From an optimization exercise on the open Yosys and OpenROAD flow, aimed at small area, a short achievable clock period and few clock cycles per item; shortcuts taken in it are not production practice. The RTL was checked by simulation tests, not by an equivalence proof against the original design.

`flow/run.sh`:
```
#!/bin/bash
# synth_recipe.tcl (not shown) runs the flow's synth.tcl, then flattens the netlist and writes it again
# the make line also repeats each setting of config.mk as NAME=value (left out here)
make -C /OpenROAD-flow-scripts/flow DESIGN_CONFIG=/design/flow/config.mk WORK_HOME=/design/flow/orfs CLKGATE_MAP_FILE= SYNTH_SCRIPT=/design/flow/synth_recipe.tcl finish
```
`flow/config.mk`:
```
export PLATFORM = sky130hd
export DESIGN_NAME = accel_tilt_angle_detector
export DESIGN_NICKNAME = accel_tilt_angle_detector
export VERILOG_FILES = /design/flow/design.v
export SDC_FILE = /design/flow/constraint.sdc
export NUM_CORES = 4
export LEC_CHECK = 0
export CAP_MARGIN = 20
export CORE_MARGIN = 2
export CORE_UTILIZATION = 40
export SLEW_MARGIN = 20
```
`flow/constraint.sdc`:
```
create_clock -name core_clock -period 10.0 [get_ports {i_clk}]
set_input_delay 2.0000 -clock core_clock [delete_from_list [all_inputs] [get_ports {i_clk}]]
set_output_delay 2.0000 -clock core_clock [all_outputs]
set_load 0.01 [all_outputs]
```
`flow/design.v`:
```
package tad_pkg;
    localparam int unsigned SAMPLE_BITS_DEF  = 10;
    localparam int unsigned CORDIC_STEPS_DEF = 16;
    localparam int unsigned ITER_W     = 5;
    localparam int unsigned ANGLE_W    = 16;
    localparam int unsigned MAG_W      = 15;
    localparam int unsigned RAD_DEG_W  = 22;
    localparam int unsigned PROD_W     = MAG_W + RAD_DEG_W;
    localparam int unsigned DEG_SHIFT  = 30;
    localparam int unsigned LIMIT_W    = 7;
    localparam int unsigned DEG_W      = 8;
    localparam int unsigned CFG_ADDR_W = 2;
    localparam int unsigned OUT_W      = 24;
    localparam logic [RAD_DEG_W-1:0] RAD_TO_DEG_Q16 = 22'd3754936;
    localparam logic [LIMIT_W-1:0]   DEG_MAX        = 7'd90;
    localparam logic [LIMIT_W-1:0]   LIMIT_RESET    = 7'd30;
    localparam int unsigned X_OFF_RESET = 502;
    localparam int unsigned Y_OFF_RESET = 497;
    localparam int unsigned Z_OFF_RESET = 512;
    localparam logic [CFG_ADDR_W-1:0] REG_X_OFF = 2'd0;
    localparam logic [CFG_ADDR_W-1:0] REG_Y_OFF = 2'd1;
    localparam logic [CFG_ADDR_W-1:0] REG_Z_OFF = 2'd2;
    localparam logic [CFG_ADDR_W-1:0] REG_LIMIT = 2'd3;
    typedef struct packed {
        logic              load;
        logic              square;
        logic              sqrt_load;
        logic              sqrt_step;
        logic              cordic_load;
        logic              cordic_step;
        logic [ITER_W-1:0] iter;
        logic              deg_load;
        logic              out_load;
    } t_dp_cmd;
    function automatic logic [ANGLE_W-1:0] atan_q14(input logic [ITER_W-1:0] idx);
        logic [ANGLE_W-1:0] v;
        case (idx)
            5'd0:    v = 16'd12868;
            5'd1:    v = 16'd7596;
            5'd2:    v = 16'd4014;
            5'd3:    v = 16'd2037;
            5'd4:    v = 16'd1023;
            5'd5:    v = 16'd512;
            5'd6:    v = 16'd256;
            5'd7:    v = 16'd128;
            5'd8:    v = 16'd64;
            5'd9:    v = 16'd32;
            5'd10:   v = 16'd16;
            5'd11:   v = 16'd8;
            5'd12:   v = 16'd4;
            5'd13:   v = 16'd2;
            5'd14:   v = 16'd1;
            default: v = 16'd0;
        endcase
        atan_q14 = v;
    endfunction
endpackage
import tad_pkg::*;
module tad_lane
#(
    parameter int unsigned SAMPLE_BITS = SAMPLE_BITS_DEF
) (
    input  logic                      i_clk,
    input  tad_pkg::t_dp_cmd                   i_cmd,
    input  logic [2*SAMPLE_BITS:0]    i_sq_sum,
    input  logic signed [SAMPLE_BITS:0] i_num,
    input  logic [LIMIT_W-1:0]        i_limit,
    output logic signed [DEG_W-1:0]   o_deg,
    output logic                      o_over
);
    localparam int unsigned ROOT_W = SAMPLE_BITS + 9;
    localparam int unsigned RAD_W  = 2 * ROOT_W;
    localparam int unsigned CW     = SAMPLE_BITS + 12;
    logic [RAD_W-1:0]  r_rad, n_rad;
    logic [ROOT_W:0]   r_rem, n_rem;
    logic [ROOT_W-1:0] r_root, n_root;
    logic [ROOT_W+2:0] w_rem_t, w_trial, w_diff;
    logic              w_ge;
    logic signed [CW-1:0]      r_x, r_y, n_x, n_y;
    logic signed [ANGLE_W-1:0] r_z, n_z;
    logic signed [CW-1:0]      w_xs, w_ys;
    logic                      w_y_pos, w_y_neg;
    logic [ANGLE_W-1:0]        w_atan;
    logic [ANGLE_W-1:0]  w_z_abs;
    logic [MAG_W-1:0]    w_mag;
    logic [PROD_W-1:0]   w_prod, r_m;
    logic                r_neg;
    logic [LIMIT_W-1:0]  w_deg_u, w_deg_c;
    logic signed [DEG_W-1:0] w_deg_pos;
    assign w_rem_t = {r_rem, r_rad[RAD_W-1 -: 2]};
    assign w_trial = {1'b0, r_root, 2'b01};
    assign w_ge    = (w_rem_t >= w_trial);
    assign w_diff  = w_rem_t - w_trial;
    assign n_rem   = w_ge ? w_diff[ROOT_W:0] : w_rem_t[ROOT_W:0];
    assign n_root  = {r_root[ROOT_W-2:0], w_ge};
    assign n_rad   = {r_rad[RAD_W-3:0], 2'b00};
    always_ff @(posedge i_clk) begin
        if (i_cmd.sqrt_load) begin
            r_rad  <= {1'b0, i_sq_sum, 16'd0};
            r_rem  <= '0;
            r_root <= '0;
        end else if (i_cmd.sqrt_step) begin
            r_rad  <= n_rad;
            r_rem  <= n_rem;
            r_root <= n_root;
        end
    end
    assign w_xs    = r_x >>> i_cmd.iter;
    assign w_ys    = r_y >>> i_cmd.iter;
    assign w_y_neg = r_y[CW-1];
    assign w_y_pos = !r_y[CW-1] && (r_y != '0);
    assign w_atan  = tad_pkg::atan_q14(i_cmd.iter);
    always_comb begin
        n_x = r_x;
        n_y = r_y;
        n_z = r_z;
        if (w_y_pos) begin
            n_x = r_x + w_ys;
            n_y = r_y - w_xs;
            n_z = r_z + $signed(w_atan);
        end else if (w_y_neg) begin
            n_x = r_x - w_ys;
            n_y = r_y + w_xs;
            n_z = r_z - $signed(w_atan);
        end
    end
    always_ff @(posedge i_clk) begin
        if (i_cmd.cordic_load) begin
            r_x <= $signed({3'b000, r_root});
            r_y <= $signed({{3{i_num[SAMPLE_BITS]}}, i_num, 8'd0});
            r_z <= '0;
        end else if (i_cmd.cordic_step) begin
            r_x <= n_x;
            r_y <= n_y;
            r_z <= n_z;
        end
    end
    assign w_z_abs = r_z[ANGLE_W-1] ? 16'(-r_z) : 16'(r_z);
    assign w_mag   = w_z_abs[MAG_W-1:0];
    assign w_prod  = w_mag * RAD_TO_DEG_Q16;
    always_ff @(posedge i_clk) begin
        if (i_cmd.deg_load) begin
            r_m   <= w_prod;
            r_neg <= r_z[ANGLE_W-1];
        end
    end
    assign w_deg_u   = r_m[PROD_W-1:DEG_SHIFT];
    assign w_deg_c   = (w_deg_u > DEG_MAX) ? DEG_MAX : w_deg_u;
    assign w_deg_pos = $signed({1'b0, w_deg_c});
    assign o_deg     = r_neg ? -w_deg_pos : w_deg_pos;
    assign o_over    = (r_m > {i_limit, {DEG_SHIFT{1'b0}}});
endmodule
import tad_pkg::*;
module tad_dp
#(
    parameter int unsigned SAMPLE_BITS = SAMPLE_BITS_DEF
) (
    input  logic                    i_clk,
    input  logic                    i_rst_n,
    input  tad_pkg::t_dp_cmd                 i_cmd,
    input  logic                    i_cfg_we,
    input  logic [CFG_ADDR_W-1:0]   i_cfg_addr,
    input  logic [SAMPLE_BITS-1:0]  i_cfg_wdata,
    input  logic [SAMPLE_BITS-1:0]  i_x,
    input  logic [SAMPLE_BITS-1:0]  i_y,
    input  logic [SAMPLE_BITS-1:0]  i_z,
    output logic signed [DEG_W-1:0] o_pitch,
    output logic signed [DEG_W-1:0] o_roll,
    output logic                    o_level
);
    localparam int unsigned SB   = SAMPLE_BITS;
    localparam int unsigned SQ_W = 2 * SB + 1;
    logic [SB-1:0]      r_x_off, r_y_off, r_z_off;
    logic [LIMIT_W-1:0] r_limit;
    logic               r_prior;
    logic signed [SB:0]     r_dx, r_dy, r_dz, n_dx, n_dy, n_dz;
    logic signed [2*SB+1:0] w_x2, w_y2, w_z2;
    logic [2*SB-1:0]        r_x2, r_y2, r_z2;
    logic [SQ_W-1:0]        w_sum_p, w_sum_r;
    logic signed [DEG_W-1:0] w_pitch, w_roll, r_pitch, r_roll;
    logic                    w_over_p, w_over_r, w_tilt;
    logic                    r_level;
    always_ff @(posedge i_clk) begin
        if (!i_rst_n) begin
            r_x_off <= SB'(X_OFF_RESET);
            r_y_off <= SB'(Y_OFF_RESET);
            r_z_off <= SB'(Z_OFF_RESET);
            r_limit <= LIMIT_RESET;
        end else if (i_cfg_we) begin
            unique case (i_cfg_addr)
                REG_X_OFF: r_x_off <= i_cfg_wdata;
                REG_Y_OFF: r_y_off <= i_cfg_wdata;
                REG_Z_OFF: r_z_off <= i_cfg_wdata;
                REG_LIMIT: r_limit <= i_cfg_wdata[LIMIT_W-1:0];
            endcase
        end
    end
    assign n_dx = $signed({1'b0, i_x}) - $signed({1'b0, r_x_off});
    assign n_dy = $signed({1'b0, i_y}) - $signed({1'b0, r_y_off});
    assign n_dz = $signed({1'b0, i_z}) - $signed({1'b0, r_z_off});
    assign w_x2 = r_dx * r_dx;
    assign w_y2 = r_dy * r_dy;
    assign w_z2 = r_dz * r_dz;
    always_ff @(posedge i_clk) begin
        if (i_cmd.load) begin
            r_dx <= n_dx;
            r_dy <= n_dy;
            r_dz <= n_dz;
        end
        if (i_cmd.square) begin
            r_x2 <= w_x2[2*SB-1:0];
            r_y2 <= w_y2[2*SB-1:0];
            r_z2 <= w_z2[2*SB-1:0];
        end
    end
    assign w_sum_p = {1'b0, r_y2} + {1'b0, r_z2};
    assign w_sum_r = {1'b0, r_x2} + {1'b0, r_z2};
    tad_lane #(
        .SAMPLE_BITS(SAMPLE_BITS)
    ) u_pitch (
        .i_clk    (i_clk),
        .i_cmd    (i_cmd),
        .i_sq_sum (w_sum_p),
        .i_num    (r_dx),
        .i_limit  (r_limit),
        .o_deg    (w_pitch),
        .o_over   (w_over_p)
    );
    tad_lane #(
        .SAMPLE_BITS(SAMPLE_BITS)
    ) u_roll (
        .i_clk    (i_clk),
        .i_cmd    (i_cmd),
        .i_sq_sum (w_sum_r),
        .i_num    (r_dy),
        .i_limit  (r_limit),
        .o_deg    (w_roll),
        .o_over   (w_over_r)
    );
    assign w_tilt = w_over_p || w_over_r;
    always_ff @(posedge i_clk) begin
        if (!i_rst_n) begin
            r_prior <= 1'b0;
        end else if (i_cmd.out_load) begin
            r_prior <= w_tilt;
        end
    end
    always_ff @(posedge i_clk) begin
        if (i_cmd.out_load) begin
            r_pitch <= w_pitch;
            r_roll  <= w_roll;
            r_level <= !(w_tilt && r_prior);
        end
    end
    assign o_pitch = r_pitch;
    assign o_roll  = r_roll;
    assign o_level = r_level;
endmodule
import tad_pkg::*;
module tad_ctrl
#(
    parameter int unsigned SAMPLE_BITS  = SAMPLE_BITS_DEF,
    parameter int unsigned CORDIC_STEPS = CORDIC_STEPS_DEF
) (
    input  logic    i_clk,
    input  logic    i_rst_n,
    input  logic    i_s_valid,
    output logic    o_s_ready,
    output logic    o_m_valid,
    input  logic    i_m_ready,
    output tad_pkg::t_dp_cmd o_cmd
);
    localparam int unsigned SQRT_STEPS = SAMPLE_BITS + 9;
    localparam logic [2:0] ST_IDLE    = 3'd0;
    localparam logic [2:0] ST_SQUARE  = 3'd1;
    localparam logic [2:0] ST_SQRT_LD = 3'd2;
    localparam logic [2:0] ST_SQRT    = 3'd3;
    localparam logic [2:0] ST_CORD_LD = 3'd4;
    localparam logic [2:0] ST_CORDIC  = 3'd5;
    localparam logic [2:0] ST_DEG     = 3'd6;
    localparam logic [2:0] ST_FINISH  = 3'd7;
    logic [2:0]        r_state, n_state;
    logic [ITER_W-1:0] r_cnt, n_cnt;
    logic              r_m_valid, n_m_valid;
    always_comb begin
        n_state = r_state;
        n_cnt   = r_cnt;
        o_cmd   = '0;
        o_cmd.iter = r_cnt;
        unique case (r_state)
            ST_IDLE: begin
                if (i_s_valid) begin
                    o_cmd.load = 1'b1;
                    n_state    = ST_SQUARE;
                end
            end
            ST_SQUARE: begin
                o_cmd.square = 1'b1;
                n_state      = ST_SQRT_LD;
            end
            ST_SQRT_LD: begin
                o_cmd.sqrt_load = 1'b1;
                n_cnt           = '0;
                n_state         = ST_SQRT;
            end
            ST_SQRT: begin
                o_cmd.sqrt_step = 1'b1;
                if (r_cnt == ITER_W'(SQRT_STEPS - 1)) begin
                    n_cnt   = '0;
                    n_state = ST_CORD_LD;
                end else begin
                    n_cnt = r_cnt + 1'b1;
                end
            end
            ST_CORD_LD: begin
                o_cmd.cordic_load = 1'b1;
                n_cnt             = '0;
                n_state           = ST_CORDIC;
            end
            ST_CORDIC: begin
                o_cmd.cordic_step = 1'b1;
                if (r_cnt == ITER_W'(CORDIC_STEPS - 1)) begin
                    n_cnt   = '0;
                    n_state = ST_DEG;
                end else begin
                    n_cnt = r_cnt + 1'b1;
                end
            end
            ST_DEG: begin
                o_cmd.deg_load = 1'b1;
                n_state        = ST_FINISH;
            end
            ST_FINISH: begin
                if (!r_m_valid || i_m_ready) begin
                    o_cmd.out_load = 1'b1;
                    n_state        = ST_IDLE;
                end
            end
            default: n_state = ST_IDLE;
        endcase
    end
    always_comb begin
        if (o_cmd.out_load) begin
            n_m_valid = 1'b1;
        end else if (i_m_ready) begin
            n_m_valid = 1'b0;
        end else begin
            n_m_valid = r_m_valid;
        end
    end
    always_ff @(posedge i_clk) begin
        if (!i_rst_n) begin
            r_state   <= ST_IDLE;
            r_cnt     <= '0;
            r_m_valid <= 1'b0;
        end else begin
            r_state   <= n_state;
            r_cnt     <= n_cnt;
            r_m_valid <= n_m_valid;
        end
    end
    assign o_s_ready = (r_state == ST_IDLE);
    assign o_m_valid = r_m_valid;
endmodule
import tad_pkg::*;
module accel_tilt_angle_detector
#(
    parameter int unsigned SAMPLE_BITS  = SAMPLE_BITS_DEF,
    parameter int unsigned CORDIC_STEPS = CORDIC_STEPS_DEF
) (
    input  logic                   i_clk,
    input  logic                   i_rst_n,
    input  logic                   i_s_axis_tvalid,
    output logic                   o_s_axis_tready,
    input  logic [((3*SAMPLE_BITS+7)/8)*8-1:0] i_s_axis_tdata,
    output logic                   o_m_axis_tvalid,
    input  logic                   i_m_axis_tready,
    output logic [OUT_W-1:0]       o_m_axis_tdata,
    input  logic                   i_cfg_we,
    input  logic [CFG_ADDR_W-1:0]  i_cfg_addr,
    input  logic [SAMPLE_BITS-1:0] i_cfg_wdata
);
    localparam int unsigned SB = SAMPLE_BITS;
    tad_pkg::t_dp_cmd                 w_cmd;
    logic signed [DEG_W-1:0] w_pitch, w_roll;
    logic                    w_level;
    tad_ctrl #(
        .SAMPLE_BITS  (SAMPLE_BITS),
        .CORDIC_STEPS (CORDIC_STEPS)
    ) u_ctrl (
        .i_clk     (i_clk),
        .i_rst_n   (i_rst_n),
        .i_s_valid (i_s_axis_tvalid),
        .o_s_ready (o_s_axis_tready),
        .o_m_valid (o_m_axis_tvalid),
        .i_m_ready (i_m_axis_tready),
        .o_cmd     (w_cmd)
    );
    tad_dp #(
        .SAMPLE_BITS(SAMPLE_BITS)
    ) u_dp (
        .i_clk       (i_clk),
        .i_rst_n     (i_rst_n),
        .i_cmd       (w_cmd),
        .i_cfg_we    (i_cfg_we),
        .i_cfg_addr  (i_cfg_addr),
        .i_cfg_wdata (i_cfg_wdata),
        .i_x         (i_s_axis_tdata[SB-1:0]),
        .i_y         (i_s_axis_tdata[2*SB-1:SB]),
        .i_z         (i_s_axis_tdata[3*SB-1:2*SB]),
        .o_pitch     (w_pitch),
        .o_roll      (w_roll),
        .o_level     (w_level)
    );
    assign o_m_axis_tdata = {{(OUT_W-2*DEG_W-1){1'b0}}, w_level, w_roll, w_pitch};
endmodule
```
==> results.cfg <==
[status]
outcome = finished clean

[grt]
grt_max_degree = 78
grt_pass1_wl_um = 248000
grt.met3_usage_pct = 2.19
grt_use_met1_pct = 28.4
overflow = 0
grt_pass1_vias = 44708
top_usage_layer = met2
gr-usage-met2_pct = 35.2
antenna_found_initial = 2
grt_usage_pct = 20.9

[yosys]
synth-seq-cells = 480
synth_edf_count = 285
ys_top_cells_by_count = inv_1 (961), ha_1 (677), nand2_1 (534)
synth.distinct_cells = 95
synth_area_leaders = fa_1 (18%), edfxtp_1 (15%), ha_1 (15%)
yosysMostFrequentCell = inv_1
synthFlopType = edfxtp_1
avgSynthCellArea_um2 = 8.98
ys.warnings.count = 3
async_reset_ff_share_pct = 0
syn_area_um2 = 58400
synth_top_area_share_pct = 17.6
seq_area_frac_synth_pct = 21.4
postSynthCellCount = 6500
synth_top_area_cell = fa_1

[timing]
slew_headroom_pct = 31.0
setup_tns_ns = 0
post-route-min-period_ns = 8.38
worst_pin_slew_ns = 1.03
fin_hold_ws_ns = 0.456
post-route-period-util_pct = 83.8
finalSetupViolCount = 0
skew_ns = 0.0538
rsz0062_at_grt = false
drv_slew = 0
hold_viol_final = 0
max_freq_mhz = 119

[cts]
cts_resized = 0
numCtsBuffers = 66
cts_max_level = 3
path_clk_slew_ns = 0.06
cts.sinks = 480
clock_latency_ns = 0.69
cts.path.max_buffers = 3
cts_hold_buf = 0
cts_tree = built
post_cts_buffers = 0
clockRootBuffer = clkbuf_16

[setup_path]
cp.arrival_ns = 8.81
end_kind = register
cp_slowest_cell = xor2_1
crit_fanout = 9
required_ns = 10.42
slowest_delay_ns = 0.56
worst-setup-path-type = reg -> reg
startpoint_type = register

[die]
core_um2 = 145000
start_util_pct = 40.2
die_y_um = 386
die-area_um2 = 149000
chipWidth_um = 386
num_io_pins = 75
rows = 140

[detailed_routing]
viasPerCell = 5.37
firstDrtPassIters = 8
routed_wl_um = 154000
drc_errors = 0
num_vias = 45148
wl_per_cell_um = 18.4
initialDrtViolationCount = 3230
ant_nets = 0

[placed_design]
dp_cells = 8284
place_congestion = 0.953
port_buffers = 65
place.detailed.hpwl_um = 122000

[flow_run]
drv_cap = 0

[worst_hold_path]
hold_class = reg -> reg

[final_layout]
nNetsFinal = 7673
n_fill_cell = 14172
drive_gt1_share_pct = 4.53
area_delta_synth_final_pct = 7.98
layoutNonFillerInstCount = 8404
==> cell families after synthesis <==
family / count (synthesis) / share of synthesized area, %
other cells: 1 / 0.00643
mux: 189 / 4.28
fa+ha+maj: 1189 / 32.1
flops: 480 / 21.4
buf+inv: 1214 / 7.95
compound gates: 1430 / 15.5
simple gates: 1618 / 13.2
xor+xnor: 379 / 5.69
==> registers in the layout, summed over array words and instances (netlist names), 11 cells and up, named ones only <==
name	cells
u_dp.u_roll.r_rem	20
u_dp.u_pitch.r_rem	20
u_dp.r_dz	11
u_dp.u_pitch.r_z	16
u_dp.r_x2	19
u_dp.u_pitch.r_rad	22
u_dp.u_roll.r_y	22
u_dp.u_roll.r_x	22
u_dp.r_y2	19
u_dp.u_pitch.r_root	19
u_dp.u_pitch.r_m	34
u_dp.u_roll.r_root	19
u_dp.u_roll.r_z	16
u_dp.u_pitch.r_y	22
u_dp.u_roll.r_m	34
u_dp.r_dx	11
u_dp.u_roll.r_rad	22
u_dp.r_z2	19
u_dp.r_dy	11
u_dp.u_pitch.r_x	22
==> worst paths after layout <==
path	startpoint	to	slack, ns	cells after the start
max reg2reg	u_dp.u_pitch.r_z[0]$_SDFFE_PP0P_	u_dp.u_pitch.r_m[36]$_DFFE_PN_	1.62	28
min	u_dp.r_limit[6]$_SDFFE_PN0P_	u_dp.r_limit[6]$_SDFFE_PN0P_	0.46	2
max	u_dp.u_pitch.r_z[0]$_SDFFE_PP0P_	u_dp.u_pitch.r_m[36]$_DFFE_PN_	1.62	28
min reg2reg	u_dp.r_limit[6]$_SDFFE_PN0P_	u_dp.r_limit[6]$_SDFFE_PN0P_	0.46	2
==> cell usage in the layout, fill, tap and decap left out, drive strengths merged, types with 19 or more instances in the layout <==
master / n
inv: 967
ha: 677
nand2: 534
fa: 512
o21ai: 422
a21oi: 381
nor2: 360
edfxtp: 285
xnor2: 261
dfxtp: 195
nand3: 154
and2: 147
xor2: 118
mux2i: 105
a21o: 101
clkbuf: 86
nand2b: 84
nor2b: 75
nor3: 74
clkdlybuf4s50: 65
o21a: 60
o211ai: 49
buf: 47
a31oi: 46
a211oi: 44
mux4: 42
mux2: 42
o31ai: 41
and3: 37
o21bai: 37
nor4: 34
clkinv: 26
or3: 24
nand4: 24
or2: 21
o22ai: 20
a21boi: 19
==> final cells by class <==
cell class | instances | area, um2 | share of cell area (%)
Timing Repair Buffer | 112 | 1000 | 1.59
Clock buffer | 86 | 1810 | 2.87
Tap cell | 1917 | 2400 | 3.81
Inverter | 963 | 3620 | 5.74
Antenna cell | 1 | 2.50 | 0.00397
Clock inverter | 33 | 354 | 0.562
Multi-Input combinational cell | 4812 | 41400 | 65.6
Sequential cell | 480 | 12500 | 19.8
==> metal layers <==
metal | vias up | share of wire [%]
li1 | 22067 | -
met1 | 21928 | 45
met2 | 970 | 48
met3 | 183 | 4.6
met4 | 0 | 2.6
met5 | - | 0
==> critical path, delay by kind of cell, from the launching register on <==
kind,cells,cell delay (ns)
flops,1,0.50
xor+xnor,2,0.64
compound gates,8,2.00
simple gates,5,1.12
fa+ha+maj,8,3.27
buf+inv,5,0.59
==> per-stage QoR <==
step	instance area, um2	utilization, %	setup slack, ns
2_1_floorplan	58400	-	2.61
3_3_place_gp	60800	41.9	1.62
3_5_place_dp	60800	41.9	1.54
6_report	63000	43.4	1.62
5_1_grt	63000	43.4	1.07
4_1_cts	63000	43.4	1.51
Testbench counts, summed over its fixed seeds: cycles 131,208, items 3,200.

==> separate check: timing with driven ports <==
How much do the figures lean on ideal ports? The routed layout below was timed once more, with nothing changed but the port constraints.
Step 1 sets driving cells, clkbuf_16 on the clock port and buf_2 on the other inputs (assumed; they add their load-dependent delay and slew).
Step 2 adds t to the input delays and takes it off the output delays; t is the mean of the earliest and latest rising clock arrival at the registers after step 1. Input paths then give back, and output paths get back, about the clock's delay inside the block.
Slacks: ideal ports / drivers / drivers and shift; pairs: ideal ports / drivers.
t (ns): 0.738
slack for setup (ns): 1.616 / 1.616 / 1.616
hold WS [ns]: 0.456 / 0.456 / 0.456
pins driven straight from the clock port: 1
After both steps setup and hold are still met in this run. For this run, drivers alone change the setup slack by 0.000 ns; drivers and shift together by 0.000 ns.
